Background: an optimization exercise with open tools, aiming at small area, a short achievable clock period and few clock cycles per item. Do not read the settings as production practice.
Only simulation tests tie the RTL to the original design; equivalence was not proved.
Power is estimated from default activity; no workload was simulated.

===== flow/config.mk =====
export PLATFORM = sky130hd
export DESIGN_NAME = pkt_loopback_top
export DESIGN_NICKNAME = pkt_loopback_top
export VERILOG_FILES = /design/flow/design.v
export SDC_FILE = /design/flow/constraint.sdc
export NUM_CORES = 4
export LEC_CHECK = 0
export ABC_CLOCK_PERIOD_IN_PS = 2000
export CAP_MARGIN = 20
export CORE_MARGIN = 2
export CORE_UTILIZATION = 40
export CTS_CLUSTER_DIAMETER = 100
export CTS_CLUSTER_SIZE = 28
export SETUP_SLACK_MARGIN = 3.0
export SLEW_MARGIN = 20

===== flow/constraint.sdc =====
create_clock -name core_clock -period 5.5 [get_ports {rd_clk}]
set_input_delay 1.1000 -clock core_clock [delete_from_list [all_inputs] [get_ports {rd_clk}]]
set_output_delay 1.1000 -clock core_clock [all_outputs]
set_load 0.01 [all_outputs]

===== flow/design.v =====
package pkt_pkg;
  localparam int DATA_W  = 64;
  localparam int EMPTY_W = 3;
  typedef logic [DATA_W-1:0]  data_t;
  typedef logic [EMPTY_W-1:0] empty_t;
  typedef struct packed {
    logic   sop;
    logic   eop;
    empty_t empty;
    data_t  data;
  } beat_t;
  typedef enum logic [1:0] {
    TX_IDLE = 2'd0,
    TX_LOAD = 2'd1,
    TX_SEND = 2'd2,
    TX_DONE = 2'd3
  } tx_state_t;
endpackage
`timescale 1ns/1ps
module pkt_loopback_top #(
  parameter int FIFO_DEPTH = 8,
  parameter int MAX_BEATS  = 16
) (
  input  logic  rd_clk,
  input  logic  rd_rst_n,
  input  logic  rx_valid,
  output logic  rx_ready,
  input  pkt_pkg::beat_t rx_beat,
  input  logic  tx_enable,
  input  logic  tx_ready,
  output logic  tx_valid,
  output pkt_pkg::beat_t tx_beat
);
  localparam int N  = MAX_BEATS;
  localparam int PW = $clog2(N);
  localparam int CW = $clog2(N + 1);
  localparam int EW = pkt_pkg::DATA_W + pkt_pkg::EMPTY_W + 1;
  logic [EW-1:0] ring [0:N-1];
  logic [PW-1:0] dh;        
  logic          dh0;       
  logic [PW-1:0] dt;        
  logic [CW-1:0] count;     
  logic [CW-1:0] ccount;    
  logic          rdy_n;     
  logic          tv;        
  pkt_pkg::beat_t ob;       
  logic          drop;      
  logic          last_eop;  
  logic          en_seen;   
  logic          empty;
  logic          one;
  logic          full;
  logic          ccnz;
  logic          cc_one;
  logic          dt1;
  logic          ovf;
  logic          acc;
  logic          store;     
  logic          discard;
  logic          commit;
  logic          take;      
  logic          fire;
  logic          new_head;
  logic          drop_nxt;
  logic          high;      
  logic [CW-1:0] count_nxt;
  logic [pkt_pkg::DATA_W-1:0] rd_data;
  logic [pkt_pkg::DATA_W-1:0] rd_inc;
  logic          rdy_0;
  logic          rdy_s;
  logic          rdy_t;
  logic          rdy_st;
  logic [EW-1:0] wr_ent;
  assign empty   = (count == '0);
  assign one     = (count == CW'(1));
  assign full    = (count == CW'(N));
  assign high    = (count >= CW'(N - 1));
  assign ccnz    = (ccount != '0);
  assign cc_one  = (ccount == CW'(1));
  assign dt1     = (dt == PW'(1));
  assign ovf     = full && !ccnz;
  assign acc     = rx_valid && !rdy_n;
  assign store   = acc && !drop && !ovf;
  assign discard = acc && !drop && ovf;
  assign commit  = store && rx_beat.eop;
  assign fire    = tv && tx_ready;
  assign take    = dh0 && en_seen && (!tv || tx_ready) && !empty &&
                   (ccnz || commit);
  assign new_head = store && (empty || (take && one));
  assign drop_nxt = (acc && (drop || ovf)) ? !rx_beat.eop : drop;
  always_comb begin
    count_nxt = count;
    if (discard) begin
      count_nxt = '0;
    end else if (store && !take) begin
      count_nxt = count + 1'b1;
    end else if (take && !store) begin
      count_nxt = count - 1'b1;
    end
  end
  assign rdy_0  = (full && !ccnz) || (!full && (empty || dt1));
  assign rdy_s  = !high || (!ccnz && !rx_beat.eop);
  assign rdy_t  = one || dt1;
  assign rdy_st = !full || !(rx_beat.eop || (ccnz && !cc_one));
  assign wr_ent = {rx_beat.eop,
                   rx_beat.eop ? rx_beat.empty : pkt_pkg::EMPTY_W'(0),
                   rx_beat.data};
  always_ff @(posedge rd_clk or negedge rd_rst_n) begin
    if (!rd_rst_n) begin
      dh       <= '0;
      dh0      <= 1'b1;
      dt       <= '0;
      count    <= '0;
      ccount   <= '0;
      rdy_n    <= 1'b0;
      tv       <= 1'b0;
      drop     <= 1'b0;
      last_eop <= 1'b1;
      en_seen  <= 1'b0;
    end else begin
      if (new_head) begin
        dh  <= PW'(N - 2);
        dh0 <= 1'b0;
      end else if (take) begin
        dh  <= '0;
        dh0 <= 1'b1;
      end else begin
        dh  <= dh - 1'b1;
        dh0 <= (dh == PW'(1));
      end
      if (store || discard || (take && one) || empty) begin
        dt <= '0;
      end else begin
        dt <= dt - 1'b1;
      end
      count <= count_nxt;
      if (commit) begin
        ccount <= count_nxt;
      end else if (take) begin
        ccount <= ccount - 1'b1;
      end
      if (drop_nxt || discard) begin
        rdy_n <= 1'b0;
      end else begin
        case ({store, take})
          2'b00:   rdy_n <= !rdy_0;
          2'b10:   rdy_n <= !rdy_s;
          2'b01:   rdy_n <= !rdy_t;
          default: rdy_n <= !rdy_st;
        endcase
      end
      tv       <= take || (tv && !tx_ready);
      en_seen  <= en_seen || tx_enable;
      drop     <= drop_nxt;
      if (take) begin
        last_eop <= ring[1][EW-1];
      end
    end
  end
  assign rd_data = ring[1][pkt_pkg::DATA_W-1:0];
  always_comb begin
    logic [pkt_pkg::DATA_W-1:0] pre;
    pre = rd_data;
    for (int l = 1; l < pkt_pkg::DATA_W; l = l * 2) begin
      for (int i = 0; i < pkt_pkg::DATA_W; i++) begin
        if ((i / l) % 2 == 1) begin
          pre[i] = pre[i] & pre[(i / l) * l - 1];
        end
      end
    end
    rd_inc = rd_data ^ {pre[pkt_pkg::DATA_W-2:0], 1'b1};
  end
  always_ff @(posedge rd_clk) begin
    for (int i = 0; i < N - 1; i++) begin
      ring[i] <= ring[i+1];
    end
    ring[N-1] <= store ? wr_ent : ring[0];
  end
  always_ff @(posedge rd_clk or negedge rd_rst_n) begin
    if (!rd_rst_n) begin
      ob <= '0;
    end else if (take) begin
      ob <= {last_eop, ring[1][EW-1:pkt_pkg::DATA_W], rd_inc};
    end else if (fire) begin
      ob <= '0;
    end
  end
  assign rx_ready = !rdy_n;
  assign tx_valid = tv;
  assign tx_beat  = ob;
endmodule

===== flow/flow/run.sh =====
#!/bin/bash
# The standard layout, with the port buffers made from buf_2 cells
# instead of the delay buffers buffer_ports picks by default.
set -euo pipefail
export BUFFER_PORTS_ARGS="-buffer_cell sky130_fd_sc_hd__buf_2"
bash standard.sh > standard_flow.log 2>&1

===== flow/standard.sh =====
#!/bin/bash
# synth_recipe.tcl (not shown) runs the flow's synth.tcl, then flattens the netlist and writes it again
# the make line also repeats each setting of config.mk as NAME=value (left out here)
make -C /OpenROAD-flow-scripts/flow DESIGN_CONFIG=/design/flow/config.mk WORK_HOME=/design/flow/orfs CLKGATE_MAP_FILE= SYNTH_SCRIPT=/design/flow/synth_recipe.tcl "${@:-finish}"

==> results of run 1 <==
## path summary, 6_finish.rpt
kind	cells past startpoint	start	end
max	2	rdy_n	rx_ready
min	0	ring[10][30]	ring[9][30]
max reg2reg	8	count[1]	ccount[1]
min reg2reg	0	ring[10][30]	ring[9][30]
max in group asynchronous	2	rd_rst_n	ob[40]
min in group asynchronous	1	rd_rst_n	ob[5]
## critical path: stages, from the launching register on
cell,delay [ps]
dfrtp_1,490
inv_1,90
buf_2,150
## kinds of logic after synthesis
| family | count (synthesis) | share of synthesized area [%] |
|---|---|---|
| adders and majority gates | 18 | 0.8088 |
| DFF | 1181 | 86.58 |
| AOI/OAI and AO/OA | 89 | 1.734 |
| muxes | 4 | 0.1528 |
| buffers and inverters | 67 | 0.9750 |
| xor gates and xnor gates | 69 | 2.170 |
| and+or+nand+nor | 462 | 7.576 |
## power groups by stage
stage,clock [mW],sequential (mW),combinational [mW]
final,4.07,13.2,2.18
after global routing,4.52,13.5,2.41
after CTS,4.22,13.2,2.04
after detailed placement,0,13.4,1.91
after global placement,0,13.2,1.88
after floorplan,0,13.0,1.13
## what timing repair did
action,in CTS,in global routing
resized for setup,26,22
gates cloned,3,5
pin swaps,4,2
buffers inserted,5,6
endpoints found under the setup margin,159,106
## flip-flops by register name (all words and copies together) (netlist names)
name	flops
ring	1088
ob	69
ccount	5
count	5
dh	4
dt	4
dh0	1
drop	1
en_seen	1
last_eop	1
rdy_n	1
tv	1
## routing by layer
| layer | GRT usage, % | part of all wire (%) | routed length (um) | vias to the layer above |
|---|---|---|---|---|
| met3 | 2.639 | 5.4 | 2553 | 74 |
| met2 | 19.79 | 44 | 20520 | 246 |
| met4 | 3.850 | 2.7 | 1268 | 0 |
| met1 | 17.42 | 48 | 22590 | 6247 |
| li1 | - | - | - | 6354 |
| met5 | 0 | 0 | 0 | - |
## final cells by class
cell class	count	area share, %
clock buffer	66	4.042
timing repair buffer	160	2.962
sequential	1181	76.83
clock inverter	4	0.1674
inverter	20	0.2392
tap	931	3.712
multi-input combinational	648	12.04
## cells in the final DEF, fill, tap and decap left out, drive strengths merged
cell type	instances
xor2	20
mux2i	2
clkinv	1
nand2b	1
nand3b	1
clkbuf	68
nand2	263
nor3	21
nand4	22
and3	11
mux2	2
dfrtp	91
and2	2
nor4	16
o22ai	2
nor2b	2
o2bb2ai	2
o21ai	67
a31oi	4
a221oi	2
o32ai	1
or4	1
a21oi	10
buf	158
a32oi	1
nor2	25
or3b	2
xnor2	49
nor4b	3
dfxtp	1088
and4bb	1
nand3	87
ha	18
and4	3
nor3b	3
dfstp	2
or2	4
inv	23
==> summary.txt, run 1 <==
arrival time of data at the critical path endpoint ~1300 ps; cell at the root of the clock tree clkbuf_16; cell type with the highest aggregate area in the netlist dfxtp_1; final total power approximately 20 mW; switching share of power 25.48%; static power due to leakage about 13 nW; area share of the leading cell type in the synthesized netlist between 70% and 80%; share of the yosys chip area belonging to registers between 80 and 90%; Synth Area per Inst approximately 15 um2; maximum number of buffers from clock root to sink 3; clock latency on the worst-skew pair roughly 620 ps; total placed cells including tap cells between 2000 and 3000; average wire per standard cell about 16 um; main flop type after synthesis dfxtp_1; number of buffers inserted by hold repair at cts 0; number of synthesized register bits 1181; required arrival time at the worst endpoint between 4000 and 5000 ps; x dimension of the die 267.9 um; pin count of the biggest net entering global routing 72; Rel. slew slack a little over a third; Synth cell types between 40 and 50; max-capacitance violation count 0; total routing resource utilization after global routing between 10% and 20%; ratio of total power to cell area roughly 620 mW/mm2; Routability Congestion between 0.7 and 0.8; total length of routed wires 46.93 mm; number of clock buffers inserted by TritonCTS 48; starting density of the core about 40%; Worst Setup End Kind output port; maximum vdd ir drop 0.2623 mV; Setup CP Type flop to output port; die outline height 267.9 um; endpoints failing hold 0; CP max FO 5; proportion of power drawn by flip-flops and latches around two thirds; number of filler instances in the final layout 6117; area inside the core boundary just under 0.07 mm2; highest attainable clock frequency 411.1 MHz; Vias/cell between 4 and 5; sinks on the clock net 1181; Logic pwr share between 10% and 20%; Post-Synthesis Cells between 1500 and 2000; fraction of the core area covered by cells at the end of the flow a little under half; unrepaired setup endpoints after global routing false; number of antenna-violating nets in the routed design 0; Worst Tran Pin Value around 950 ps; share of final-layout standard cells stronger than drive strength 1 about an eighth; synth top area cells dfxtp_1 78%, dfrtp_1 8.2%, nand2_1 3.5%; Ports around 150; Period minus WS final between 2000 and 2500 ps; number of cells in the finished layout apart from fillers between 3000 and 4000; total iterations of the first detailed-routing run 6; Rows 96; total via count in the routed design 12920; total area of multi-input combinational cells 0.003780 mm2; clock input transition at the sequential cells of the worst setup and hold paths roughly 110 ps; internal cell power 14.47 mW; final number of max-transition violations 0; switching power around 4.9 mW; nature of the critical path startpoint flop; top-count cell post-synth dfxtp_1; number of antenna violations at the first check in global routing 2; FFs w/ async S/R, synth approximately 7.9%; net count reported at finish approximately 2200; instance area at placement ~0.030 mm2; final worst-path cycle share 44.23%; die area approximately 0.07 mm2; most common library cells after synthesis 1088 x dfxtp_1, 258 x nand2_1, 91 x dfrtp_1, 87 x nand3_1, 61 x o21ai_0; R2R Setup Slk roughly 3200 ps; synthesis-to-layout area growth 12.71%; setup ws final a little over 3000 ps; EDFF count, synth 0; CTS tree done; drc violations 0; status complete, no violations; remaining global-route overflow 0; Worst Hold Margin 320.6 ps; Synth warnings 2; syn nets approximately 2000; number of H-tree levels 2; type of the worst min-delay path flop to flop; antenna diode instance count 0; setup-violating endpoint count in the final report 0; footprint of the flip-flops and latches approximately 0.024 mm2; Total Neg Setup Slack 0 ps; combined area of all synthesized cells approximately 0.028 mm2; number of buffers added on ports roughly 140; number of global-route vias before repair roughly 13000; HPWL after DPL 27.40 mm; post-route cell area between 0.03 and 0.04 mm2; first-pass GRT wire length approximately 69 mm; worst clock skew approximately 23 ps; Clock power frac around a fifth; worst setup timing slack at the placement stage between 1500 and 2000 ps; starting DRC count in detailed routing approximately 770
Testbench counts, summed over its fixed seeds: cycles 14,877, items 14,749.
==> inputs of run 2 (changes only) <==
--- a/flow/config.mk
+++ b/flow/config.mk
@@ -10,6 +10,7 @@
 export CORE_MARGIN = 2
 export CORE_UTILIZATION = 40
+export CTS_BUF_LIST = sky130_fd_sc_hd__clkbuf_8 sky130_fd_sc_hd__clkbuf_16
 export CTS_CLUSTER_DIAMETER = 100
 export CTS_CLUSTER_SIZE = 28
-export SETUP_SLACK_MARGIN = 3.0
+export SETUP_SLACK_MARGIN = 3.15
 export SLEW_MARGIN = 20
==> run 2 against run 1 <==
Still clean. First-iteration DRC count is 2.7% lower. Worst hold slack got worse by 1.9 ps. Routed wire length is 0.62% lower. Critical path depth fell by 1. Critical path type unchanged. Largest power group unchanged.
==> summary.txt, run 2 <==
Top Registers ring (1088), ob (69) (unchanged); Synth cell types 48 (unchanged); first-pass GRT wire length 70.59 mm (was 69.40 mm); most common library cells after synthesis 1088 x dfxtp_1, 258 x nand2_1, 91 x dfrtp_1, 87 x nand3_1, 61 x o21ai_0 (unchanged); syn nets 1982 (unchanged); clock latency on the worst-skew pair 610 ps (was 620 ps); die area 0.07174 mm2 (unchanged); HPWL after DPL 27.28 mm (was 27.40 mm); CTS tree done (unchanged); Critical R2R Capture count[1] (was ccount[1]); area share of the leading cell type in the synthesized netlist 78.22% (unchanged); Ports 145 (unchanged); number of buffers added on ports 143 (unchanged); Adder-Cell Fraction of Synth Area 0.8088% (unchanged); number of filler instances in the final layout 6091 (was 6117); combined area of all synthesized cells 0.02785 mm2 (unchanged); Logic pwr share 11.9% (was 11.2%); most common cell after layout, fill and taps aside dfxtp_1 (unchanged); share of the yosys chip area belonging to registers 86.58% (unchanged); Rel. slew slack 26.31% (was 36.38%); post-synthesis compound-gate area fraction 1.734% (unchanged); Biggest register ring (unchanged); worst clock skew 26.88 ps (was 23.03 ps); main flop type after synthesis dfxtp_1 (unchanged); Routability Congestion 0.7899 (was 0.7870); type of the worst min-delay path flop to flop (unchanged); cell type with the highest aggregate area in the netlist dfxtp_1 (unchanged); clock input transition at the sequential cells of the worst setup and hold paths 100 ps (was 110 ps); maximum number of buffers from clock root to sink 3 (unchanged); x dimension of the die 267.9 um (unchanged); Post-Synthesis Cells 1890 (unchanged); Setup CP Type flop to output port (unchanged); total via count in the routed design 12920 (about the same); Rows 96 (unchanged); remaining global-route overflow 0 (unchanged); xor/xnor share of the synthesized area 2.170% (unchanged); CP max FO 2 (was 5); pin count of the biggest net entering global routing 70 (was 72); number of H-tree levels 2 (unchanged); setup-violating endpoint count in the final report 0 (unchanged); internal cell power 14.65 mW (was 14.47 mW); die outline height 267.9 um (unchanged); Worst Setup End Kind output port (unchanged); total iterations of the first detailed-routing run 5 (was 6); average wire per standard cell 15.39 um (was 15.59 um); final number of max-transition violations 0 (unchanged); first element of the critical path ob[57] (was rdy_n); share of final-layout standard cells stronger than drive strength 1 15.78% (was 12.84%); max-capacitance violation count 0 (unchanged); status complete, no violations (unchanged); total area of multi-input combinational cells 0.004006 mm2 (was 0.003780 mm2); number of antenna-violating nets in the routed design 0 (unchanged); critical path's slowest cell dfrtp_1 (unchanged); Clock power frac 21.1% (was 21.0%); number of clock buffers inserted by TritonCTS 49 (was 48); EDFF count, synth 0 (unchanged); unrepaired setup endpoints after global routing true (was false); main combinational cell family by area after synthesis simple AND/OR/NAND/NOR gates (unchanged); launch point of the worst reg-to-reg path count[0] (was count[1]); critical path cell sequence buf_2 (was inv_1 -> buf_2); max FFs per register 1088 (unchanged); Worst R2R Path Depth 9 (was 8); proportion of power drawn by flip-flops and latches 67.0% (was 67.8%); Synth warnings 2 (unchanged); switching share of power 25.63% (was 25.48%); post-synthesis simple-gate area fraction 7.575% (unchanged); most frequent cells in the layout 1086 x dfxtp_1, 255 x nand2_1, 138 x buf_2 (was 1087 x dfxtp_1, 255 x nand2_1, 142 x buf_2); maximum vdd ir drop 0.2433 mV (was 0.2623 mV); Total Neg Setup Slack 0 ps (unchanged); R2R Setup Slk 3210 ps (was 3150 ps); sinks on the clock net 1181 (unchanged); static power due to leakage 13.40 nW (was 13.19 nW); arrival time of data at the critical path endpoint 1210 ps (was 1330 ps); final worst-path cycle share 41.98% (was 44.23%); Worst Hold Margin 318.7 ps (was 320.6 ps); portion of netlist area occupied by mux cells 0.1528% (unchanged); endpoint of the worst setup timing path tx_beat[57] (was rx_ready); Worst path depth 1 (was 2); top-count cell post-synth dfxtp_1 (unchanged); starting DRC count in detailed routing 746 (was 767); net count reported at finish 2170 (was 2151); final total power 19.69 mW (was 19.42 mW); switching power 5.048 mW (was 4.947 mW); Worst Tran Pin Value 1105 ps (was 954.3 ps); number of synthesized register bits 1181 (unchanged); highest attainable clock frequency 433.1 MHz (was 411.1 MHz); total length of routed wires 46.64 mm (was 46.93 mm); Vias/cell 4.265 (was 4.293); footprint of the flip-flops and latches 0.02412 mm2 (was 0.02411 mm2); ratio of total power to cell area 618.7 mW/mm2 (about the same); nature of the critical path startpoint flop (unchanged); drc violations 0 (unchanged); Period minus WS final 2309 ps (was 2433 ps); endpoints failing hold 0 (unchanged); cell at the root of the clock tree clkbuf_16 (unchanged); FFs w/ async S/R, synth 7.875% (unchanged); total routing resource utilization after global routing 12.76% (was 12.56%); number of antenna violations at the first check in global routing 1 (was 2); Top delay family on crit path flip-flops (unchanged); synth top area cells dfxtp_1 78%, dfrtp_1 8.2%, nand2_1 3.5% (unchanged); synthesis-to-layout area growth 14.31% (was 12.71%); fraction of the core area covered by cells at the end of the flow 46.33% (was 45.68%); starting density of the core 40.53% (unchanged); number of global-route vias before repair 12770 (was 12710); Synth Area per Inst 14.73 um2 (unchanged); buffers plus inverters on the worst setup path 1 (was 2); biggest cell delay along the critical path 440 ps (was 490 ps); area inside the core boundary 0.06871 mm2 (unchanged); required arrival time at the worst endpoint 4400 ps (about the same)
## run 2: kinds of logic (layout without fill, tap and decap cells)
group,count (synthesis),after routing
other,0,1
and+or+nand+nor,462,467
xor gates and xnor gates,69,69
muxes,4,4
buffers and inverters,67,270
DFF,1181,1181
adders and majority gates,18,18
AOI/OAI and AO/OA,89,89
## run 2: how the worst min path moves through the flow
stage                            start      endpoint  cells after the start  slack [ps]
after floorplan            ring[11][0]   ring[10][0]                      0         310
final                       ring[3][1]    ring[2][1]                      0         320
after global placement     ring[4][63]   ring[3][63]                      0         310
after CTS                 ring[11][17]  ring[10][17]                      0         320
after global routing      ring[11][17]  ring[10][17]                      0         320
after detailed placement  ring[14][47]  ring[13][47]                      0         310
## run 2: layer usage
| layer | wire (um) | GRT usage [%] |
|---|---|---|
| met2 | 20680 | 19.70 |
| met5 | 0 | 0 |
| met3 | 2509 | 3.280 |
| met4 | 982 | 3.956 |
| met1 | 22460 | 17.64 |
## run 2: layout make-up
type	count	area share, %
sequential	1181	75.77
multi-input combinational	647	12.59
clock buffer	51	4.009
tap	931	3.659
timing repair buffer	179	3.349
clock inverter	20	0.3852
inverter	20	0.2358
antenna	1	0.007861
## run 2: what timing repair did
action | 4_1_cts | 5_1_grt
endpoints found under the setup margin | 163 | 92
pin swaps | 6 | 8
hold buffers | 0 | 0
gates resized for setup | 41 | 31
cloned | 4 | 1
buffers inserted | 20 | 12
## run 2: power by group through the flow
stage / combinational [mW] / clock (mW) / sequential, mW
floorplan: 1.22 / 0 / 13.0
global placement: 1.92 / 0 / 13.3
detailed placement: 1.97 / 0 / 13.4
CTS: 2.20 / 4.31 / 13.2
global route: 2.59 / 4.61 / 13.6
finish: 2.35 / 4.15 / 13.2
## run 2: metrics by stage
stage,setup slack (ps),cell area (um2),cells
2_1_floorplan,2981,28140,1890
3_3_place_gp,1947,29780,2921
3_5_place_dp,1846,29780,2921
4_1_cts,3140,31560,3016
5_1_grt,3113,31830,3029
6_report,3191,31830,3030
==> inputs of run 3 (changes only) <==
--- a/flow/config.mk
+++ b/flow/config.mk
@@ -10,5 +10,4 @@
 export CORE_MARGIN = 2
 export CORE_UTILIZATION = 40
-export CTS_BUF_LIST = sky130_fd_sc_hd__clkbuf_8 sky130_fd_sc_hd__clkbuf_16
 export CTS_CLUSTER_DIAMETER = 100
 export CTS_CLUSTER_SIZE = 28
==> run 3 against run 2 <==
Still clean. Design area hardly changed. Critical path depth is the same. Routed wire length barely moved. Largest cell class unchanged. Highest routed layer unchanged.
==> summary.txt, run 3 <==
status complete, no violations (unchanged); x dimension of the die 267.9 um (unchanged); footprint of the flip-flops and latches 0.02412 mm2 (unchanged); EDFF count, synth 0 (unchanged); clock latency on the worst-skew pair 620 ps (was 610 ps); starting density of the core 40.53% (unchanged); number of buffers added on ports 143 (unchanged); switching share of power 25.58% (was 25.63%); maximum vdd ir drop 0.2431 mV (was 0.2433 mV); top-count cell post-synth dfxtp_1 (unchanged); synth top area cells dfxtp_1 78%, dfrtp_1 8.2%, nand2_1 3.5% (unchanged); number of antenna violations at the first check in global routing 1 (unchanged); max FFs per register 1088 (unchanged); number of synthesized register bits 1181 (unchanged); setup ws final 3196 ps (was 3191 ps); Setup CP Type flop to output port (unchanged); total iterations of the first detailed-routing run 5 (unchanged); switching power 5.043 mW (was 5.048 mW); final worst-path cycle share 41.89% (was 41.98%); post-synthesis compound-gate area fraction 1.734% (unchanged); Synth cell types 48 (unchanged); final number of max-transition violations 0 (unchanged); nature of the critical path startpoint flop (unchanged); worst clock skew 28.75 ps (was 26.88 ps); starting DRC count in detailed routing 799 (was 746); portion of netlist area occupied by mux cells 0.1528% (unchanged); Synth warnings 2 (unchanged); setup-violating endpoint count in the final report 0 (unchanged); ratio of total power to cell area 619.4 mW/mm2 (was 618.7 mW/mm2); Ports 145 (unchanged); Period minus WS final 2304 ps (was 2309 ps); Clock power frac 21.2% (was 21.1%); sinks on the clock net 1181 (unchanged); total routing resource utilization after global routing 12.76% (about the same); Worst Setup End Kind output port (unchanged); maximum number of buffers from clock root to sink 3 (unchanged); critical path cell sequence buf_2 (unchanged); Total Neg Setup Slack 0 ps (unchanged); static power due to leakage 13.34 nW (was 13.40 nW); total via count in the routed design 12930 (was 12920); internal cell power 14.67 mW (was 14.65 mW); clock input transition at the sequential cells of the worst setup and hold paths 100 ps (about the same); first element of the critical path ob[57] (unchanged); share of the yosys chip area belonging to registers 86.58% (unchanged); Worst Tran Pin Value 1111 ps (was 1105 ps); syn nets 1982 (unchanged); endpoints failing hold 0 (unchanged); required arrival time at the worst endpoint 4400 ps (about the same); HPWL after DPL 27.28 mm (unchanged); number of antenna-violating nets in the routed design 0 (unchanged); main flop type after synthesis dfxtp_1 (unchanged); combined area of all synthesized cells 0.02785 mm2 (unchanged); post-synthesis simple-gate area fraction 7.575% (unchanged); drc violations 0 (unchanged); number of filler instances in the final layout 6090 (was 6091); most frequent cells in the layout 1086 x dfxtp_1, 255 x nand2_1, 138 x buf_2 (unchanged); arrival time of data at the critical path endpoint 1200 ps (was 1210 ps); number of global-route vias before repair 12770 (about the same); cell at the root of the clock tree clkbuf_16 (unchanged); Top Registers ring (1088), ob (69) (unchanged); launch point of the worst reg-to-reg path count[0] (unchanged); CP max FO 2 (unchanged); main combinational cell family by area after synthesis simple AND/OR/NAND/NOR gates (unchanged); die outline height 267.9 um (unchanged); Rows 96 (unchanged); die area 0.07174 mm2 (unchanged); cell type with the highest aggregate area in the netlist dfxtp_1 (unchanged); pin count of the biggest net entering global routing 70 (unchanged); final total power 19.71 mW (was 19.69 mW); Routability Congestion 0.7899 (unchanged); average wire per standard cell 15.40 um (was 15.39 um); net count reported at finish 2169 (was 2170); share of final-layout standard cells stronger than drive strength 1 15.74% (was 15.78%); synthesis-to-layout area growth 14.28% (was 14.31%); Synth Area per Inst 14.73 um2 (unchanged); CTS tree done (unchanged); remaining global-route overflow 0 (unchanged); Rel. slew slack 25.92% (was 26.31%); biggest cell delay along the critical path 440 ps (about the same); area inside the core boundary 0.06871 mm2 (unchanged); most common cell after layout, fill and taps aside dfxtp_1 (unchanged); proportion of power drawn by flip-flops and latches 66.9% (was 67.0%); startpoint of the worst hold path ring[3][1] (unchanged); number of H-tree levels 2 (unchanged); Logic pwr share 11.9% (about the same); max-capacitance violation count 0 (unchanged); first-pass GRT wire length 70.57 mm (was 70.59 mm); unrepaired setup endpoints after global routing true (unchanged); Biggest register ring (unchanged); FFs w/ async S/R, synth 7.875% (unchanged); critical path's slowest cell dfrtp_1 (unchanged); area share of the leading cell type in the synthesized netlist 78.22% (unchanged); Post-Synthesis Cells 1890 (unchanged); worst setup timing slack at the placement stage 1846 ps (unchanged); type of the worst min-delay path flop to flop (unchanged); number of clock buffers inserted by TritonCTS 49 (unchanged); total area of multi-input combinational cells 0.004006 mm2 (unchanged); most common library cells after synthesis 1088 x dfxtp_1, 258 x nand2_1, 91 x dfrtp_1, 87 x nand3_1, 61 x o21ai_0 (unchanged); highest attainable clock frequency 434.0 MHz (was 433.1 MHz); Adder-Cell Fraction of Synth Area 0.8088% (unchanged); xor/xnor share of the synthesized area 2.170% (unchanged); Top delay family on crit path flip-flops (unchanged); total length of routed wires 46.63 mm (was 46.64 mm); buffers plus inverters on the worst setup path 1 (unchanged); Vias/cell 4.270 (was 4.265)
==> run 3: cell counts after synthesis <==
Identical to the previous run, type by type.
==> run 3: per-stage QoR <==
stage | cells | cell area, um2 | util [%] | hold WS, ps
floorplan | 1890 | 28140 | - | 309.6
global placement | 2921 | 29780 | 43.34 | 309.5
detailed placement | 2921 | 29780 | 43.34 | 312.1
CTS | 3016 | 31560 | 45.93 | 321.3
global route | 3028 | 31820 | 46.32 | 324.7
finish | 3029 | 31820 | 46.32 | 318.9
==> run 3: worst paths after layout <==
| check | to | slack [ps] | depth (start not counted) |
|---|---|---|---|
| worst max-delay path | tx_beat[57] | 3200 | 1 |
| worst min-delay path | ring[2][1] | 320 | 0 |
| worst max register to register | count[1] | 3210 | 9 |
| worst min register to register | ring[2][1] | 320 | 0 |
| max in group asynchronous | count[0] | 3790 | 2 |
| min in group asynchronous | ob[3] | 570 | 1 |
==> run 3: layer usage <==
layer / global-route usage [%] / up-vias / wire [um]
li1: - / 6382 / -
met1: 17.62 / 6262 / 22500
met2: 19.72 / 213 / 20740
met3: 3.280 / 77 / 2421
met4: 3.956 / 0 / 967
met5: 0 / - / 0
==> run 3: what timing repair did <==
action / 4_1_cts / 5_1_grt
setup endpoints to repair: 163 / 90
resized for setup: 40 / 32
cloned: 4 / 1
pin swaps: 6 / 8
hold buffers: 0 / 0
buffers inserted: 20 / 11
==> run 3: layout make-up <==
cell class	instances	share of cell area (%)
diodes	1	0.007863
clock buffers	66	4.187
clock inverters	5	0.2084
inverters	20	0.2359
multi-input cells	647	12.59
flip-flops and latches	1181	75.79
well taps	931	3.660
repair buffers	178	3.326
==> run 3: cell families after synthesis <==
| group | Yosys count |
|---|---|
| mux | 4 |
| simple gates | 462 |
| fa+ha+maj | 18 |
| xor+xnor | 69 |
| buf+inv | 67 |
| flops | 1181 |
| compound gates | 89 |
==> run 3: power groups by stage <==
stage	registers (mW)	logic, mW	clock network, mW
2_1_floorplan	13.0	1.22	0
3_3_place_gp	13.3	1.92	0
3_5_place_dp	13.4	1.97	0
4_1_cts	13.2	2.20	4.34
5_1_grt	13.6	2.58	4.64
6_report	13.2	2.35	4.17
==> inputs of run 4 (changes only) <==
--- a/flow/design.v
+++ b/flow/design.v
@@ -43,4 +43,5 @@
   logic [CW-1:0] ccount;    
   logic          rdy_n;     
+  logic          wsel_n;    
   logic          tv;        
   pkt_pkg::beat_t ob;       
@@ -71,4 +72,6 @@
   logic          rdy_t;
   logic          rdy_st;
+  logic          wsel_s;
+  logic          wsel_t;
   logic [EW-1:0] wr_ent;
   assign empty   = (count == '0);
@@ -103,4 +106,6 @@
   assign rdy_t  = one || dt1;
   assign rdy_st = !full || !(rx_beat.eop || (ccnz && !cc_one));
+  assign wsel_s = (count != CW'(N - 1));
+  assign wsel_t = one || dt1;
   assign wr_ent = {rx_beat.eop,
                    rx_beat.eop ? rx_beat.empty : pkt_pkg::EMPTY_W'(0),
@@ -114,4 +119,5 @@
       ccount   <= '0;
       rdy_n    <= 1'b0;
+      wsel_n   <= 1'b0;
       tv       <= 1'b0;
       drop     <= 1'b0;
@@ -150,4 +156,14 @@
         endcase
       end
+      if (discard) begin
+        wsel_n <= 1'b0;
+      end else begin
+        case ({store, take})
+          2'b00:   wsel_n <= !(!full && (empty || dt1));
+          2'b10:   wsel_n <= !wsel_s;
+          2'b01:   wsel_n <= !wsel_t;
+          default: wsel_n <= full;
+        endcase
+      end
       tv       <= take || (tv && !tx_ready);
       en_seen  <= en_seen || tx_enable;
@@ -175,5 +191,5 @@
       ring[i] <= ring[i+1];
     end
-    ring[N-1] <= store ? wr_ent : ring[0];
+    ring[N-1] <= wsel_n ? ring[0] : wr_ent;
   end
   always_ff @(posedge rd_clk or negedge rd_rst_n) begin
==> run 4 against run 3 <==
Still clean on timing, DRC and antenna. Global-route usage up 0.34 points. Worst hold slack worse by 8.1 ps. Setup slack worse by 49 ps. Area after synthesis up 1.9%. Fmax down 2.1%. Critical path depth unchanged. Largest cell class unchanged. Highest routed layer unchanged.
==> summary.txt, run 4 <==
status complete, no violations (unchanged); setup-violating endpoint count in the final report 0 (unchanged); number of buffers added on ports 143 (unchanged); number of antenna-violating nets in the routed design 0 (unchanged); nature of the critical path startpoint flop (unchanged); antenna diode instance count 0 (was 1); Worst Setup End Kind output port (unchanged); remaining global-route overflow 0 (unchanged); share of the yosys chip area belonging to registers 85.05% (was 86.58%); biggest cell delay along the critical path 460 ps (was 440 ps); total length of routed wires 49.04 mm (was 46.63 mm); EDFF count, synth 0 (unchanged); total routing resource utilization after global routing 13.10% (was 12.76%); highest attainable clock frequency 425.0 MHz (was 434.0 MHz); average wire per standard cell 16.35 um (was 15.40 um); number of filler instances in the final layout 6191 (was 6090); switching power 4.979 mW (was 5.043 mW); Setup CP Type flop to output port (unchanged); HPWL after DPL 29.90 mm (was 27.28 mm); proportion of power drawn by flip-flops and latches 67.1% (was 66.9%); total iterations of the first detailed-routing run 6 (was 5); first-pass GRT wire length 75.04 mm (was 70.57 mm); fraction of the core area covered by cells at the end of the flow 46.22% (was 46.32%); Synth Area per Inst 15.52 um2 (was 14.73 um2); synth top area cells dfxtp_1 77%, dfrtp_1 8.1%, mux2_2 2.7% (was dfxtp_1 78%, dfrtp_1 8.2%, nand2_1 3.5%); combined area of all synthesized cells 0.02838 mm2 (was 0.02785 mm2); buffers plus inverters on the worst setup path 1 (unchanged); main flop type after synthesis dfxtp_1 (unchanged); critical path's slowest cell dfrtp_1 (unchanged); Logic pwr share 12.4% (was 11.9%); post-route cell area 0.03242 mm2 (was 0.03182 mm2); drc violations 0 (unchanged); number of H-tree levels 2 (unchanged); Total Neg Setup Slack 0 ps (unchanged); worst setup timing slack at the placement stage 1931 ps (was 1846 ps); first element of the critical path ob[24] (was ob[57]); final number of max-transition violations 0 (unchanged); Clock power frac 20.5% (was 21.2%); maximum vdd ir drop 0.3309 mV (was 0.2431 mV); switching share of power 25.03% (was 25.58%); required arrival time at the worst endpoint 4400 ps (about the same); starting DRC count in detailed routing 907 (was 799); ratio of total power to cell area 613.6 mW/mm2 (was 619.4 mW/mm2); Worst R2R Path Depth 7 (was 9); total area of multi-input combinational cells 0.004247 mm2 (was 0.004006 mm2); x dimension of the die 270.4 um (was 267.9 um); clock latency on the worst-skew pair 620 ps (about the same); most common library cells after synthesis 1088 x dfxtp_1, 92 x dfrtp_1, 90 x nand3_1, 71 x nand2_1, 67 x mux2_2 (was 1088 x dfxtp_1, 258 x nand2_1, 91 x dfrtp_1, 87 x nand3_1, 61 x o21ai_0); most frequent cells in the layout 1067 x dfxtp_1, 129 x buf_2, 90 x nand3_1 (was 1086 x dfxtp_1, 255 x nand2_1, 138 x buf_2); unrepaired setup endpoints after global routing true (unchanged); CP max FO 2 (unchanged); Critical R2R Capture ob[34] (was count[1]); cell type with the highest aggregate area in the netlist dfxtp_1 (unchanged); critical path cell sequence buf_2 (unchanged); max FFs per register 1088 (unchanged); share of final-layout standard cells stronger than drive strength 1 20.01% (was 15.74%); clock input transition at the sequential cells of the worst setup and hold paths 110 ps (was 100 ps); Rows 97 (was 96); number of synthesized register bits 1182 (was 1181); die area 0.07310 mm2 (was 0.07174 mm2); endpoints failing hold 0 (unchanged); worst clock skew 26.59 ps (was 28.75 ps); Top Registers ring (1088), ob (69) (unchanged); pin count of the biggest net entering global routing 73 (was 70); type of the worst min-delay path flop to flop (unchanged); arrival time of data at the critical path endpoint 1250 ps (was 1200 ps); number of global-route vias before repair 13310 (was 12770); Worst Tran Pin Value 914.5 ps (was 1111 ps); die outline height 270.4 um (was 267.9 um); cell at the root of the clock tree clkbuf_16 (unchanged); net count reported at finish 2129 (was 2169); Synth warnings 2 (unchanged); Biggest register ring (unchanged); final total power 19.89 mW (was 19.71 mW); Period minus WS final 2353 ps (was 2304 ps); Cells on Worst Hold Path 0 (unchanged); instance area at placement 0.03020 mm2 (was 0.02978 mm2); Vias/cell 4.438 (was 4.270); total via count in the routed design 13310 (was 12930); syn nets 1921 (was 1982); launch point of the worst reg-to-reg path ring[1][1] (was count[0]); starting density of the core 40.46% (was 40.53%); internal cell power 14.91 mW (was 14.67 mW); Ports 145 (unchanged); final worst-path cycle share 42.78% (was 41.89%); sinks on the clock net 1182 (was 1181); Top delay family on crit path flip-flops (unchanged); static power due to leakage 13.40 nW (was 13.34 nW); area inside the core boundary 0.07015 mm2 (was 0.06871 mm2); Post-Synthesis Cells 1829 (was 1890); number of clock buffers inserted by TritonCTS 48 (was 49); R2R Setup Slk 3160 ps (was 3210 ps); maximum number of buffers from clock root to sink 3 (unchanged); most common cell after layout, fill and taps aside dfxtp_1 (unchanged); area share of the leading cell type in the synthesized netlist 76.75% (was 78.22%); Worst path depth 1 (unchanged); footprint of the flip-flops and latches 0.02419 mm2 (was 0.02412 mm2); FFs w/ async S/R, synth 7.953% (was 7.875%); Routability Congestion 0.8015 (was 0.7899); max-capacitance violation count 0 (unchanged); setup ws final 3147 ps (was 3196 ps); Synth cell types 64 (was 48); number of buffers inserted by hold repair at cts 0 (unchanged); endpoint of the worst setup timing path tx_beat[24] (was tx_beat[57]); number of antenna violations at the first check in global routing 0 (was 1); Rel. slew slack 39.04% (was 25.92%); synthesis-to-layout area growth 14.24% (was 14.28%); CTS tree done (unchanged); top-count cell post-synth dfxtp_1 (unchanged)
-- run 4: worst min-delay path by stage --
stage,end,slack (ps),start
floorplan,ring[10][0],310,ring[11][0]
global placement,ring[3][48],310,ring[4][48]
global route,ring[12][38],310,ring[13][38]
CTS,ring[2][42],310,ring[3][42]
detailed placement,ring[10][10],310,ring[11][10]
finish,ring[2][42],310,ring[3][42]
-- run 4: power by group through the flow --
stage / sequential (mW) / clock (mW) / combinational [mW]
floorplan: 13.1 / 0 / 1.34
global placement: 13.4 / 0 / 1.94
detailed placement: 13.5 / 0 / 2.00
CTS: 13.4 / 4.22 / 2.29
global route: 13.7 / 4.53 / 2.70
finish: 13.4 / 4.07 / 2.47
-- run 4: final cells by class --
cell class	count	share of cell area [%]
multi-input combinational	572	13.10
sequential	1182	74.61
timing repair buffer	208	4.291
inverter	25	0.2894
clock buffer	66	3.913
tap	940	3.628
clock inverter	6	0.1698
-- run 4: timing repair --
item,CTS,global route
gates resized for setup,64,48
pin swaps,11,7
setup buffers,36,20
endpoints found under the setup margin,104,99
cloned,2,1
-- run 4: metrics by stage --
| stage | instances | hold slack, ps |
|---|---|---|
| CTS | 2978 | 307.8 |
| global placement | 2868 | 309.6 |
| global route | 2999 | 312.2 |
| finish | 2999 | 310.8 |
| floorplan | 1829 | 309.6 |
| detailed placement | 2868 | 312.1 |
-- run 4: cells by family (layout without fill, tap and decap cells) --
group                    after synthesis  count (layout)  synth area share (%)
XOR/XNOR                              42              42                 1.296
flip-flops                          1182            1182                 85.05
adder cells (fa/ha/maj)               18              18                0.7936
AO/OA/AOI/OAI                        125             126                 2.883
multiplexers                          72              72                 2.835
buffers and inverters                 76             305                 1.102
AND/OR/NAND/NOR                      314             314                 6.044
-- run 4: routing by layer --
| metal | vias up | share of wire (%) | GRT usage (%) | wire, um |
|---|---|---|---|---|
| met1 | 6452 | 48 | 18.45 | 23530 |
| met2 | 320 | 43 | 20.13 | 21260 |
| met3 | 80 | 6.1 | 2.925 | 3003 |
| met4 | 0 | 2.5 | 3.984 | 1242 |
| li1 | 6458 | - | - | - |
| met5 | - | 0 | 0 | 0 |
Testbench counts of run 4, summed over its fixed seeds: cycles 14,877, items 14,749.
==> inputs of run 5 (changes only) <==
--- a/flow/config.mk
+++ b/flow/config.mk
@@ -7,5 +7,5 @@
 export LEC_CHECK = 0
 export ABC_CLOCK_PERIOD_IN_PS = 2000
-export CAP_MARGIN = 20
+export CAP_MARGIN = 5
 export CORE_MARGIN = 2
 export CORE_UTILIZATION = 40
@@ -13,3 +13,3 @@
 export CTS_CLUSTER_SIZE = 28
 export SETUP_SLACK_MARGIN = 3.15
-export SLEW_MARGIN = 20
+export SLEW_MARGIN = 5
==> run 5 against run 4 <==
Routed wire length unchanged. Global-route usage is the same. Sequential share of layout area unchanged. Setup slack unchanged. Still clean. Area after synthesis did not move. Critical path depth did not move. Synthesized cell count did not move. Via count stayed put. Sequential power hardly changed.
==> summary.txt, run 5 <==
worst clock skew 26.59 ps (unchanged); drc violations 0 (unchanged); Vias/cell 4.438 (unchanged); total via count in the routed design 13310 (unchanged); area inside the core boundary 0.07015 mm2 (unchanged); fraction of the core area covered by cells at the end of the flow 46.22% (unchanged); biggest cell delay along the critical path 460 ps (about the same); setup-violating endpoint count in the final report 0 (unchanged); share of final-layout standard cells stronger than drive strength 1 20.01% (unchanged); proportion of power drawn by flip-flops and latches 67.1% (about the same); worst setup timing slack at the placement stage 1931 ps (unchanged); CTS tree done (unchanged); sinks on the clock net 1182 (unchanged); launch point of the worst reg-to-reg path ring[1][1] (unchanged); Rel. slew slack 39.04% (unchanged); first-pass GRT wire length 75.04 mm (unchanged); most frequent cells in the layout 1067 x dfxtp_1, 129 x buf_2, 90 x nand3_1 (unchanged); synth top area cells dfxtp_1 77%, dfrtp_1 8.1%, mux2_2 2.7% (unchanged); total area of multi-input combinational cells 0.004247 mm2 (unchanged); Synth Area per Inst 15.52 um2 (unchanged); Synth cell types 64 (unchanged); startpoint of the worst hold path ring[3][42] (unchanged); CP max FO 2 (unchanged); Routability Congestion 0.8015 (unchanged); nature of the critical path startpoint flop (unchanged); max-capacitance violation count 0 (unchanged); cell at the root of the clock tree clkbuf_16 (unchanged); arrival time of data at the critical path endpoint 1250 ps (about the same); number of antenna violations at the first check in global routing 0 (unchanged); maximum vdd ir drop 0.3309 mV (unchanged); critical path's slowest cell dfrtp_1 (unchanged); Top delay family on crit path flip-flops (unchanged); Worst Tran Pin Value 914.5 ps (unchanged); Logic pwr share 12.4% (about the same); syn nets 1921 (unchanged); required arrival time at the worst endpoint 4400 ps (about the same); synthesis-to-layout area growth 14.24% (unchanged); internal cell power 14.91 mW (unchanged); instance area at placement 0.03020 mm2 (unchanged); maximum number of buffers from clock root to sink 3 (unchanged); EDFF count, synth 0 (unchanged); status complete, no violations (unchanged); die outline height 270.4 um (unchanged); Post-Synthesis Cells 1829 (unchanged); number of filler instances in the final layout 6191 (unchanged); most common library cells after synthesis 1088 x dfxtp_1, 92 x dfrtp_1, 90 x nand3_1, 71 x nand2_1, 67 x mux2_2 (unchanged); starting DRC count in detailed routing 907 (unchanged); Period minus WS final 2353 ps (unchanged); pin count of the biggest net entering global routing 73 (unchanged); Synth warnings 2 (unchanged); share of the yosys chip area belonging to registers 85.05% (unchanged); total iterations of the first detailed-routing run 6 (unchanged); Clock power frac 20.5% (about the same); clock input transition at the sequential cells of the worst setup and hold paths 110 ps (about the same); number of synthesized register bits 1182 (unchanged); HPWL after DPL 29.90 mm (unchanged); unrepaired setup endpoints after global routing true (unchanged); ratio of total power to cell area 613.6 mW/mm2 (unchanged); area share of the leading cell type in the synthesized netlist 76.75% (unchanged); most common cell after layout, fill and taps aside dfxtp_1 (unchanged); setup ws final 3147 ps (unchanged); Top Registers ring (1088), ob (69) (unchanged); FFs w/ async S/R, synth 7.953% (unchanged); Rows 97 (unchanged); highest attainable clock frequency 425.0 MHz (unchanged); number of global-route vias before repair 13310 (unchanged); buffers plus inverters on the worst setup path 1 (unchanged); number of H-tree levels 2 (unchanged); switching share of power 25.03% (unchanged); Worst Setup End Kind output port (unchanged); number of antenna-violating nets in the routed design 0 (unchanged); critical path cell sequence buf_2 (unchanged); starting density of the core 40.46% (unchanged); Biggest register ring (unchanged); total length of routed wires 49.04 mm (unchanged); type of the worst min-delay path flop to flop (unchanged); net count reported at finish 2129 (unchanged); number of buffers added on ports 143 (unchanged); Total Neg Setup Slack 0 ps (unchanged); footprint of the flip-flops and latches 0.02419 mm2 (unchanged); top-count cell post-synth dfxtp_1 (unchanged); main flop type after synthesis dfxtp_1 (unchanged); Ports 145 (unchanged); combined area of all synthesized cells 0.02838 mm2 (unchanged); endpoints failing hold 0 (unchanged); switching power 4.979 mW (unchanged); die area 0.07310 mm2 (unchanged); number of clock buffers inserted by TritonCTS 48 (unchanged); post-route cell area 0.03242 mm2 (unchanged); max FFs per register 1088 (unchanged); total routing resource utilization after global routing 13.10% (unchanged); final worst-path cycle share 42.78% (unchanged); final total power 19.89 mW (unchanged); first element of the critical path ob[24] (unchanged); cell type with the highest aggregate area in the netlist dfxtp_1 (unchanged); x dimension of the die 270.4 um (unchanged); static power due to leakage 13.40 nW (unchanged); average wire per standard cell 16.35 um (unchanged); final number of max-transition violations 0 (unchanged); Setup CP Type flop to output port (unchanged); remaining global-route overflow 0 (unchanged); clock latency on the worst-skew pair 620 ps (about the same); antenna diode instance count 0 (unchanged)
## run 5: worst paths after layout
| path | depth (start not counted) | to | slack (ps) |
|---|---|---|---|
| hold / removal | 0 | ring[2][42] | 310 |
| hold reg to reg | 0 | ring[2][42] | 310 |
| setup reg to reg | 7 | ob[34] | 3160 |
| max in group asynchronous | 2 | count[0] | 3740 |
| min in group asynchronous | 1 | ob[10] | 530 |
| setup / recovery | 1 | tx_beat[24] | 3150 |
## run 5: metrics by stage
stage / std cells / hold WS [ps]
2_1_floorplan: 1829 / 309.6
3_3_place_gp: 2868 / 309.6
3_5_place_dp: 2868 / 312.1
4_1_cts: 2978 / 307.8
5_1_grt: 2999 / 312.2
6_report: 2999 / 310.8
## run 5: area by class of cell
| class | instances | area share (%) |
|---|---|---|
| clock buffer | 66 | 3.913 |
| clock inverter | 6 | 0.1698 |
| inverter | 25 | 0.2894 |
| multi-input combinational | 572 | 13.10 |
| sequential | 1182 | 74.61 |
| tap | 940 | 3.628 |
| timing repair buffer | 208 | 4.291 |
## run 5: power by group through the flow
stage	clock network, mW	registers, mW	logic [mW]
floorplan	0	13.1	1.34
global placement	0	13.4	1.94
detailed placement	0	13.5	2.00
CTS	4.22	13.4	2.29
global route	4.53	13.7	2.70
finish	4.07	13.4	2.47
## run 5: cell families after synthesis
group,Yosys count,synth area share [%]
buf+inv,76,1.102
xor+xnor,42,1.296
fa+ha+maj,18,0.7936
mux,72,2.835
simple gates,314,6.044
compound gates,125,2.883
flops,1182,85.05
## run 5: what timing repair did
item / CTS / global route
pin swaps: 11 / 7
setup buffers: 36 / 20
hold endpoints to repair: 0 / 0
hold buffers: 0 / 0
resized for setup: 64 / 48
gates cloned: 2 / 1
endpoints found under the setup margin: 104 / 99
## run 5: per-layer routing
layer	up-vias	wire length (um)	GRT usage, %
li1	6458	-	-
met1	6452	23530	18.45
met2	320	21260	20.13
met3	80	3003	2.925
met4	0	1242	3.984
met5	-	0	0
==> inputs of run 6 (changes only) <==
--- a/flow/config.mk
+++ b/flow/config.mk
@@ -6,10 +6,10 @@
 export NUM_CORES = 4
 export LEC_CHECK = 0
-export ABC_CLOCK_PERIOD_IN_PS = 2000
-export CAP_MARGIN = 5
+export ABC_AREA = 1
+export CAP_MARGIN = 20
 export CORE_MARGIN = 2
 export CORE_UTILIZATION = 40
 export CTS_CLUSTER_DIAMETER = 100
 export CTS_CLUSTER_SIZE = 28
-export SETUP_SLACK_MARGIN = 3.15
-export SLEW_MARGIN = 5
+export SETUP_SLACK_MARGIN = 3.3
+export SLEW_MARGIN = 20
==> run 6 against run 5 <==
Still clean on timing, DRC and antenna. Power grew 7.8%. Worst hold slack got worse by 2.3 ps. Die area down 0.73%. Core utilization is 0.51 points higher. Largest cell class unchanged. Highest routed layer unchanged.
==> summary.txt, run 6 <==
status complete, no violations (unchanged); Top Registers ring (1088), ob (69) (unchanged); remaining global-route overflow 0 (unchanged); Synth Area per Inst 13.88 um2 (was 15.52 um2); most common cell after layout, fill and taps aside dfxtp_1 (unchanged); total length of routed wires 49.95 mm (was 49.04 mm); pin count of the biggest net entering global routing 69 (was 73); setup-violating endpoint count in the final report 0 (unchanged); top-count cell post-synth dfxtp_1 (unchanged); clock input transition at the sequential cells of the worst setup and hold paths 110 ps (about the same); number of antenna-violating nets in the routed design 0 (unchanged); ratio of total power to cell area 656.6 mW/mm2 (was 613.6 mW/mm2); x dimension of the die 269.4 um (was 270.4 um); footprint of the flip-flops and latches 0.02414 mm2 (was 0.02419 mm2); total area of multi-input combinational cells 0.003837 mm2 (was 0.004247 mm2); die outline height 269.4 um (was 270.4 um); Vias/cell 4.294 (was 4.438); number of filler instances in the final layout 6190 (was 6191); static power due to leakage 14.45 nW (was 13.40 nW); combined area of all synthesized cells 0.02817 mm2 (was 0.02838 mm2); Synth cell types 42 (was 64); share of the yosys chip area belonging to registers 85.68% (was 85.05%); average wire per standard cell 15.32 um (was 16.35 um); net count reported at finish 2385 (was 2129); Total Neg Setup Slack 0 ps (unchanged); number of synthesized register bits 1182 (unchanged); number of global-route vias before repair 13770 (was 13310); CTS tree done (unchanged); Rel. slew slack 37.53% (was 39.04%); synth top area cells dfxtp_1 77%, dfrtp_1 8.2%, nand2_1 5.4% (was dfxtp_1 77%, dfrtp_1 8.1%, mux2_2 2.7%); number of buffers inserted by hold repair at cts 0 (unchanged); starting DRC count in detailed routing 893 (was 907); Routability Congestion 0.7667 (was 0.8015); area share of the leading cell type in the synthesized netlist 77.32% (was 76.75%); cell at the root of the clock tree clkbuf_16 (unchanged); cell type with the highest aggregate area in the netlist dfxtp_1 (unchanged); share of final-layout standard cells stronger than drive strength 1 16.03% (was 20.01%); starting density of the core 40.30% (was 40.46%); most frequent cells in the layout 1085 x dfxtp_1, 401 x nand2_1, 124 x buf_2 (was 1067 x dfxtp_1, 129 x buf_2, 90 x nand3_1); endpoints failing hold 0 (unchanged); Worst Setup End Kind output port (unchanged); number of buffers added on ports 143 (unchanged); drc violations 0 (unchanged); Post-Synthesis Cells 2029 (was 1829); max FFs per register 1088 (unchanged); HPWL after DPL 28.06 mm (was 29.90 mm); biggest cell delay along the critical path 470 ps (was 460 ps); sinks on the clock net 1182 (unchanged); maximum number of buffers from clock root to sink 3 (unchanged); Top delay family on crit path flip-flops (unchanged); Period minus WS final 2333 ps (was 2353 ps); CP max FO 2 (unchanged); synthesis-to-layout area growth 15.96% (was 14.24%); FFs w/ async S/R, synth 7.953% (unchanged); Rows 97 (unchanged); Cells on Worst Hold Path 0 (unchanged); Worst Tran Pin Value 937.1 ps (was 914.5 ps); area inside the core boundary 0.06991 mm2 (was 0.07015 mm2); Setup CP Type flop to output port (unchanged); Worst path depth 1 (unchanged); Worst Hold Margin 308.5 ps (was 310.8 ps); first-pass GRT wire length 75.05 mm (was 75.04 mm); highest attainable clock frequency 428.7 MHz (was 425.0 MHz); most common library cells after synthesis 1088 x dfxtp_1, 406 x nand2_1, 92 x dfrtp_1, 84 x nand3_1, 72 x inv_1 (was 1088 x dfxtp_1, 92 x dfrtp_1, 90 x nand3_1, 71 x nand2_1, 67 x mux2_2); nature of the critical path startpoint flop (unchanged); arrival time of data at the critical path endpoint 1230 ps (was 1250 ps); maximum vdd ir drop 0.2637 mV (was 0.3309 mV); main flop type after synthesis dfxtp_1 (unchanged); worst clock skew 37.66 ps (was 26.59 ps); Biggest register ring (unchanged); buffers plus inverters on the worst setup path 1 (unchanged); Ports 145 (unchanged); critical path cell sequence buf_6 (was buf_2); number of H-tree levels 2 (unchanged); type of the worst min-delay path flop to flop (unchanged); critical path's slowest cell dfrtp_2 (was dfrtp_1); EDFF count, synth 0 (unchanged); final worst-path cycle share 42.41% (was 42.78%); unrepaired setup endpoints after global routing true (unchanged); number of clock buffers inserted by TritonCTS 49 (was 48); number of antenna violations at the first check in global routing 0 (unchanged); clock latency on the worst-skew pair 620 ps (about the same); Synth warnings 2 (unchanged); total iterations of the first detailed-routing run 6 (unchanged); antenna diode instance count 0 (unchanged); final number of max-transition violations 0 (unchanged); die area 0.07257 mm2 (was 0.07310 mm2); Worst R2R Path Depth 15 (was 7); required arrival time at the worst endpoint 4400 ps (about the same); total via count in the routed design 14000 (was 13310); syn nets 2121 (was 1921); max-capacitance violation count 0 (unchanged); total routing resource utilization after global routing 13.11% (was 13.10%)
run 6: changes by cell type after synthesis, moves of 15 or more:
| cell | before | now |
|---|---|---|
| clkbuf_1 | 32 | 17 |
| inv_1 | 25 | 72 |
| mux2_2 | 67 | 0 |
| nand2_1 | 71 | 406 |
| nor2_1 | 25 | 45 |
| o211ai_1 | 15 | 0 |
| xnor2_1 | 28 | 9 |
run 6: timing repair:
action / 4_1_cts / 5_1_grt
buffers inserted: 46 / 46
pin swaps: 7 / 12
gates resized for setup: 73 / 35
hold endpoints to repair: 0 / 0
setup endpoints to repair: 154 / 130
gates cloned: 6 / 7
run 6: final timing paths:
check                               to   startpoint  slack, ps
setup reg to reg             ccount[4]    ccount[1]       3370
hold / removal             ring[6][60]  ring[7][60]        310
hold reg to reg            ring[6][60]  ring[7][60]        310
max in group asynchronous       wsel_n     rd_rst_n       3740
min in group asynchronous       ob[54]     rd_rst_n        560
setup / recovery           tx_beat[23]       ob[23]       3170
run 6: final cells by class:
cell class | count | area share, %
clock inverters | 5 | 0.2260
repair inverters | 4 | 0.1226
multi-input cells | 737 | 11.75
flip-flops and latches | 1182 | 73.90
inverters | 76 | 1.030
clock buffers | 74 | 4.106
repair buffers | 243 | 5.263
well taps | 940 | 3.600
run 6: per-layer routing:
| metal | vias up | wire length, um | global-route usage, % |
|---|---|---|---|
| li1 | 6888 | - | - |
| met1 | 6695 | 24410 | 18.93 |
| met2 | 326 | 21850 | 19.78 |
| met3 | 94 | 2415 | 2.716 |
| met4 | 0 | 1271 | 4.123 |
| met5 | - | 0 | 0 |
run 6: metrics by stage:
step	cells	util (%)	setup slack, ps	power [mW]	cell area [um2]
detailed placement	3077	42.81	2057	16.67	29930
global placement	3077	42.81	2114	16.43	29930
floorplan	2029	-	3275	15.33	28200
finish	3261	46.73	3167	21.45	32670
global route	3261	46.73	3102	22.65	32670
CTS	3208	45.84	3119	21.33	32040
run 6: cells by family after synthesis:
kind of cell / share of synthesized area (%)
flip-flops: 85.68
AND/OR/NAND/NOR: 9.260
buffers and inverters: 1.763
AO/OA/AOI/OAI: 1.941
XOR/XNOR: 0.5597
adder cells (fa/ha/maj): 0.7995
run 6: power breakdown:
group / total, mW / leakage, nW / internal (mW) / switching (mW)
Sequential: 14.2 / 10.3 / 12.9 / 1.33
Clock: 4.19 / 0.679 / 1.73 / 2.46
Combinational: 3.06 / 3.46 / 1.26 / 1.80
==> inputs of run 7 (changes only) <==
--- a/flow/config.mk
+++ b/flow/config.mk
@@ -12,4 +12,4 @@
 export CTS_CLUSTER_DIAMETER = 100
 export CTS_CLUSTER_SIZE = 28
-export SETUP_SLACK_MARGIN = 3.3
+export SETUP_SLACK_MARGIN = 3.0
 export SLEW_MARGIN = 20
==> run 7 against run 6 <==
Register-to-register slack lost 270 ps. Clock skew up 5.1 ps. Largest cell class unchanged. Via count shrank 4.7%. Synthesized cell count did not move. Setup slack got worse by 74 ps. Design area decreased by 3.4%. Worst hold slack better by 4.3 ps. Clock-buffer cell count shrank 4. Clock power about the same. Critical endpoint is now ob[12]. Sequential cell count stayed put. Sequential power about the same.
==> summary.txt, run 7 <==
status complete, no violations (unchanged); clock input transition at the sequential cells of the worst setup and hold paths 100 ps (was 110 ps); CTS tree done (unchanged); Rows 97 (unchanged); critical path cell sequence buf_2 -> nand2_1 -> nor2_1 -> nand3_4 -> nand2_4 -> nand2_4 -> nand2_1 -> clkinv_8 -> buf_12 -> a22o_1 (was buf_6); die outline height 269.4 um (unchanged); Cells on Worst Hold Path 0 (unchanged); HPWL after DPL 27.78 mm (was 28.06 mm); main flop type after synthesis dfxtp_1 (unchanged); number of synthesized register bits 1182 (unchanged); total via count in the routed design 13350 (was 14000); critical path's slowest cell nor2_1 (was dfrtp_2); cell type with the highest aggregate area in the netlist dfxtp_1 (unchanged); top-count cell post-synth dfxtp_1 (unchanged); most frequent cells in the layout 1087 x dfxtp_1, 405 x nand2_1, 142 x buf_2 (was 1085 x dfxtp_1, 401 x nand2_1, 124 x buf_2); max FFs per register 1088 (unchanged); most common library cells after synthesis 1088 x dfxtp_1, 406 x nand2_1, 92 x dfrtp_1, 84 x nand3_1, 72 x inv_1 (unchanged); synthesis-to-layout area growth 12.01% (was 15.96%); Setup CP Type input pin to flop (was flop to output port); Synth cell types 42 (unchanged); highest attainable clock frequency 415.5 MHz (was 428.7 MHz); ratio of total power to cell area 654.8 mW/mm2 (was 656.6 mW/mm2); met3 Resource Use GR 2.689% (was 2.716%); Worst R2R Path Depth 12 (was 15); number of antenna-violating nets in the routed design 0 (unchanged); met2 track demand over resource 18.48% (was 19.78%); total iterations of the first detailed-routing run 8 (was 6); share of the yosys chip area belonging to registers 85.68% (unchanged); number of filler instances in the final layout 6283 (was 6190); Worst Tran Pin Value 990.0 ps (was 937.1 ps); worst clock skew 42.72 ps (was 37.66 ps); number of buffers added on ports 143 (unchanged); Worst Setup End Kind flop (was output port); remaining global-route overflow 0 (unchanged); antenna diode instance count 0 (unchanged); unrepaired setup endpoints after global routing true (unchanged); launch point of the worst reg-to-reg path ccount[0] (was ccount[1]); static power due to leakage 13.93 nW (was 14.45 nW); area inside the core boundary 0.06991 mm2 (unchanged); final number of max-transition violations 0 (unchanged); number of H-tree levels 2 (unchanged); final worst-path cycle share 43.76% (was 42.41%); Synth warnings 2 (unchanged); starting DRC count in detailed routing 965 (was 893); syn nets 2121 (unchanged); sinks on the clock net 1182 (unchanged); setup ws final 3093 ps (was 3167 ps); clock latency on the worst-skew pair 620 ps (about the same); x dimension of the die 269.4 um (unchanged); maximum vdd ir drop 0.3438 mV (was 0.2637 mV); starting density of the core 40.30% (unchanged); Top Registers ring (1088), ob (69) (unchanged); combined area of all synthesized cells 0.02817 mm2 (unchanged); endpoints failing hold 0 (unchanged); synth top area cells dfxtp_1 77%, dfrtp_1 8.2%, nand2_1 5.4% (unchanged); max-capacitance violation count 0 (unchanged); met1 global-route usage 17.04% (was 18.93%); number of clock buffers inserted by TritonCTS 49 (unchanged); die area 0.07257 mm2 (unchanged); cell at the root of the clock tree clkbuf_16 (unchanged); area share of the leading cell type in the synthesized netlist 77.32% (unchanged); FFs w/ async S/R, synth 7.953% (unchanged); Routability Congestion 0.7849 (was 0.7667); net count reported at finish 2292 (was 2385); Total Neg Setup Slack 0 ps (unchanged); startpoint of the worst hold path ring[12][15] (was ring[7][60]); arrival time of data at the critical path endpoint 2920 ps (was 1230 ps); sink of the worst hold path ring[11][15] (was ring[6][60]); R2R Setup Slk 3100 ps (was 3370 ps); total area of multi-input combinational cells 0.003626 mm2 (was 0.003837 mm2); global route hottest layer met2 (unchanged); total routing resource utilization after global routing 12.08% (was 13.11%); nature of the critical path startpoint input pin (was flop); Critical R2R Capture ob[12] (was ccount[4]); EDFF count, synth 0 (unchanged); Rel. slew slack 34.00% (was 37.53%); number of global-route vias before repair 13060 (was 13770); Biggest register ring (unchanged); required arrival time at the worst endpoint 6020 ps (was 4400 ps); pin count of the biggest net entering global routing 69 (unchanged); Synth Area per Inst 13.88 um2 (unchanged); Period minus WS final 2407 ps (was 2333 ps); CP max FO 36 (was 2); average wire per standard cell 14.38 um (was 15.32 um); first-pass GRT wire length 69.98 mm (was 75.05 mm); worst setup timing slack at the placement stage 2209 ps (was 2057 ps); type of the worst min-delay path flop to flop (unchanged); total length of routed wires 45.48 mm (was 49.95 mm); footprint of the flip-flops and latches 0.02414 mm2 (about the same); maximum number of buffers from clock root to sink 3 (unchanged); Ports 145 (unchanged); setup-violating endpoint count in the final report 0 (unchanged); Worst Hold Margin 312.8 ps (was 308.5 ps); biggest cell delay along the critical path 310 ps (was 470 ps); share of final-layout standard cells stronger than drive strength 1 11.47% (was 16.03%); most common cell after layout, fill and taps aside dfxtp_1 (unchanged); Vias/cell 4.219 (was 4.294); number of antenna violations at the first check in global routing 1 (was 0); drc violations 0 (unchanged); Post-Synthesis Cells 2029 (unchanged)
-- run 7: cell families (layout without fill, tap and decap cells) --
| logic type | after synthesis | in the layout | synth area share, % |
|---|---|---|---|
| flip-flops | 1182 | 1182 | 85.68 |
| AND/OR/NAND/NOR | 611 | 613 | 9.260 |
| buffers and inverters | 117 | 310 | 1.763 |
| AO/OA/AOI/OAI | 83 | 83 | 1.941 |
| adder cells (fa/ha/maj) | 18 | 18 | 0.7995 |
| XOR/XNOR | 18 | 18 | 0.5597 |
-- run 7: worst max-delay path, delay by kind of cell --
kind | cells | cell delay (ps)
buffers and inverters | 3 | 490
AO/OA/AOI/OAI | 1 | 260
AND/OR/NAND/NOR | 6 | 1020
-- run 7: final cells by class --
| cell class | instances | share of cell area, % |
|---|---|---|
| Inverter | 76 | 0.9596 |
| Tap cell | 940 | 3.727 |
| Sequential cell | 1182 | 76.50 |
| Clock buffer | 70 | 4.203 |
| Clock inverter | 5 | 0.3331 |
| Timing Repair Buffer | 159 | 2.787 |
| Multi-Input combinational cell | 732 | 11.49 |
-- run 7: metrics by stage --
step | instance area (um2) | instances | util (%) | power [mW]
3_3_place_gp | 29910 | 3078 | 42.78 | 16.39
2_1_floorplan | 28170 | 2029 | - | 15.32
3_5_place_dp | 29910 | 3078 | 42.78 | 16.63
4_1_cts | 31410 | 3154 | 44.93 | 20.92
5_1_grt | 31560 | 3164 | 45.14 | 21.87
6_report | 31560 | 3164 | 45.14 | 20.66
-- run 7: where the power goes --
group / internal, mW / leakage [nW] / switching (mW) / total [mW]
Sequential: 12.9 / 10.3 / 1.29 / 14.2
Combinational: 0.796 / 2.94 / 1.52 / 2.32
Clock: 1.73 / 0.683 / 2.47 / 4.19
-- run 7: what timing repair did --
item	4_1_cts	5_1_grt
setup buffers	1	8
pin swaps	2	4
cloned	0	2
gates resized for setup	18	15
setup endpoints to repair	72	75
hold buffers	0	0
-- run 7: worst max-delay path by stage --
stage,from,to,slack [ps]
after floorplan,rx_valid,wsel_n,3120
after global placement,rx_valid,ob[14],2280
after detailed placement,rx_valid,ob[6],2210
after CTS,count[0],ob[22],2970
after global routing,count[1],ccount[2],2890
final,rx_valid,ob[12],3090
-- run 7: layer usage --
| layer | up-vias | part of all wire [%] |
|---|---|---|
| li1 | 6675 | - |
| met1 | 6381 | 51 |
| met2 | 228 | 43 |
| met3 | 65 | 4.4 |
| met4 | 0 | 2.2 |
| met5 | - | 0 |

## static timing again, ports no longer ideal
In the flow no input, the clock included, has a driving cell. The finished layouts below were timed again as built, in two steps.
Step 1, drivers: a clkbuf_16 drives rd_clk and a buf_2 each remaining input, both assumed.
Step 2 moves the port delays by t, midway between the first and last clock arrival at a register: inputs arrive t later, outputs are due t later. That takes back most of the time a late clock gives input paths.
Three values: no drivers, after step 1, after step 2; two values: the first two.
run	t, ns	setup WS [ns]	clock arrival spread, ns
run 1	0.671	3.067 / 3.004 / 2.524	0.028 / 0.027
run 2	0.657	3.191 / 3.136 / 2.584	0.032 / 0.032
run 3	0.658	3.196 / 3.141 / 2.580	0.034 / 0.034
run 4	0.664	3.147 / 3.089 / 2.531	0.033 / 0.032
run 5	0.664	3.147 / 3.089 / 2.531	0.033 / 0.032
run 6	0.668	3.167 / 3.106 / 2.905	0.040 / 0.040
run 7	0.661	3.093 / 3.104 / 2.469	0.044 / 0.044
After both steps setup and hold are still met in every run listed. The setup slack of run 7, which loses most, moves by +0.011 ns with the drivers and by -0.624 ns with both steps.
